From an optimization exercise on the open Yosys and OpenROAD flow, aimed at small area and a short achievable clock period; shortcuts taken in it are not production practice. In this exercise RTL edits were held to simulation tests only and were not proved equivalent to the original.

==> run A: inputs <==
// ex_stage
module ex_stage (
  input  logic              clk,
  input  logic              rst_n,
  input  ex_pkg::alu_op_e   alu_operator_i,
  input  ex_pkg::word_t     alu_operand_a_i,
  input  ex_pkg::word_t     alu_operand_b_i,
  input  ex_pkg::word_t     alu_operand_c_i,
  input  logic              alu_en_i,
  input  ex_pkg::mul_op_e   mult_operator_i,
  input  ex_pkg::word_t     mult_operand_a_i,
  input  ex_pkg::word_t     mult_operand_b_i,
  input  ex_pkg::word_t     mult_operand_c_i,
  input  logic              mult_en_i,
  input  logic              csr_access_i,
  input  ex_pkg::word_t     csr_rdata_i,
  input  logic              branch_in_ex_i,
  input  ex_pkg::reg_addr_t regfile_alu_waddr_i,
  input  logic              regfile_alu_we_i,
  input  ex_pkg::reg_addr_t regfile_waddr_i,
  input  logic              regfile_we_i,
  input  logic              lsu_en_i,
  input  ex_pkg::word_t     lsu_rdata_i,
  input  logic              lsu_ready_ex_i,
  input  logic              lsu_err_i,
  input  logic              wb_ready_i,
  output ex_pkg::reg_addr_t regfile_alu_waddr_fw_o,
  output logic              regfile_alu_we_fw_o,
  output ex_pkg::word_t     regfile_alu_wdata_fw_o,
  output ex_pkg::reg_addr_t regfile_waddr_wb_o,
  output logic              regfile_we_wb_o,
  output ex_pkg::word_t     regfile_wdata_wb_o,
  output ex_pkg::word_t     jump_target_o,
  output logic              branch_decision_o,
  output logic              mult_multicycle_o,
  output logic              ex_ready_o,
  output logic              ex_valid_o
);
  ex_pkg::word_t     alu_result;
  logic              alu_cmp_result;
  logic              state_q;
  logic              is_high;
  logic              start_high;
  logic [32:0]       a_x;
  logic [33:0]       b_x;
  logic [31:0]       c_mac;
  logic [63:0]       sum_x, sum_y, prod;
  ex_pkg::word_t     prod_q;
  logic [16:0]       bd_one, bd_two, bd_neg;
  ex_pkg::reg_addr_t waddr_lsu_q;
  logic              we_lsu_q;
  logic              lsu_we_kept;
  logic              units_ready;
  logic              sel_prod;
  ex_pkg::word_t     wdata_rest;
  logic pp0_0;
  logic pp0_1;
  logic pp0_2;
  logic pp0_3;
  logic pp0_4;
  logic pp0_5;
  logic pp0_6;
  logic pp0_7;
  logic pp0_8;
  logic pp0_9;
  logic pp0_10;
  logic pp0_11;
  logic pp0_12;
  logic pp0_13;
  logic pp0_14;
  logic pp0_15;
  logic pp0_16;
  ...
==> flow/config.mk <==
export PLATFORM = sky130hd
export DESIGN_NAME = ex_stage
export DESIGN_NICKNAME = ex_stage
export VERILOG_FILES = /design/flow/design.v
export SDC_FILE = /design/flow/constraint.sdc
export NUM_CORES = 4
export LEC_CHECK = 0
export ABC_AREA = 1
export CAP_MARGIN = 20
export CORE_MARGIN = 2
export CORE_UTILIZATION = 40
export SETUP_SLACK_MARGIN = 3
export SLEW_MARGIN = 20
export SYNTH_HIERARCHICAL = 1
==> flow/constraint.sdc <==
create_clock -name core_clock -period 15.0 [get_ports {clk}]
set_input_delay 3.0000 -clock core_clock [delete_from_list [all_inputs] [get_ports {clk}]]
set_output_delay 3.0000 -clock core_clock [all_outputs]
set_load 0.01 [all_outputs]
standard.sh (not shown) runs the stock make flow with config.mk's settings and CLKGATE_MAP_FILE= SYNTH_SCRIPT=/design/flow/synth_recipe.tcl, a recipe that flattens the netlist after the stock synthesis.
==> flow/flow/run.sh <==
#!/bin/bash
# The standard layout, with two changes to how it is made:
# - the port buffers are plain buffers (sky130_fd_sc_hd__buf_2) instead of the delay
#   cell buffer_ports picks by itself;
# - the buffers synthesis put in are taken out at floorplan (REMOVE_ABC_BUFFERS), and
#   the resizer buffers the nets again where timing and slew need it.
set -euo pipefail
export BUFFER_PORTS_ARGS="-buffer_cell sky130_fd_sc_hd__buf_2"
export REMOVE_ABC_BUFFERS=1
bash standard.sh > standard.log 2>&1
==> run X (differences from run A) <==
==> flow/flow/run.sh (replaced) <==
#!/bin/bash
# The standard layout, with the port buffers built from plain buffers
# (sky130_fd_sc_hd__buf_2) instead of the delay cell buffer_ports picks by itself.
set -euo pipefail
export BUFFER_PORTS_ARGS="-buffer_cell sky130_fd_sc_hd__buf_2"
bash standard.sh > standard.log 2>&1
Settings changed: CORE_UTILIZATION 40 to 65.
==> run summary <==
	run A	run X
Cell area after layout	0.0344 mm^2	0.0337 mm^2
Initial antenna violation count	5	24
Initial core utilization	40.3%	66.1%
Maximum operating frequency	0.0845 GHz	0.0838 GHz
Ant. Diodes	5	9
Endpoint of the lowest-slack register-to-register path	waddr_lsu_q[5]$_DFFE_PN0P_	waddr_lsu_q[1]$_DFFE_PN0P_
CORE AREA	0.0804 mm^2	0.0491 mm^2
Fraction of area in registers	3.37%	3.44%
Fraction of area in multi-input gates	82.0%	83.7%
Crit. Startpoint	mult_operand_a_i[27]	mult_operand_b_i[19]
DP Worst Slack	2.43 ns	2.89 ns
Post-route insts no fill	5059	4655
Status	complete, no violations	complete, no violations
Buffer count excluding the clock tree in the final layout	378	366
Growth of design area from synthesis to finish	6.25%	4.06%
Placed instance count	5034	4634

## separate check: timing with driven ports
The flow's constraints put no driver on any port. The routed layouts listed below were extracted and timed again, unchanged, in two steps. Step 1, drivers: a clkbuf_16 drives clk and a buf_2 each remaining input, both assumed. Step 2, shift: input delay + t, output delay - t, t = (earliest + latest rising clock arrival at the registers) / 2. This alone moves slack from input paths to output paths. a / b / c = ideal / step 1 / step 2; a / b = the first two.
| run | t, ns | setup WS [ns] | hold WS [ns] | worst setup path at the end |
|---|---|---|---|---|
| run A | 0.325 | 3.160 / 3.137 / 3.137 | 0.504 / 0.504 / 0.504 | input to output |
| run X | 0.332 | 3.068 / 3.030 / 3.030 | 0.503 / 0.503 / 0.503 | input to output |
After both steps setup and hold are still met in every run listed. The setup slack of run X, which loses most, moves by -0.038 ns with the drivers and by -0.038 ns with both steps.
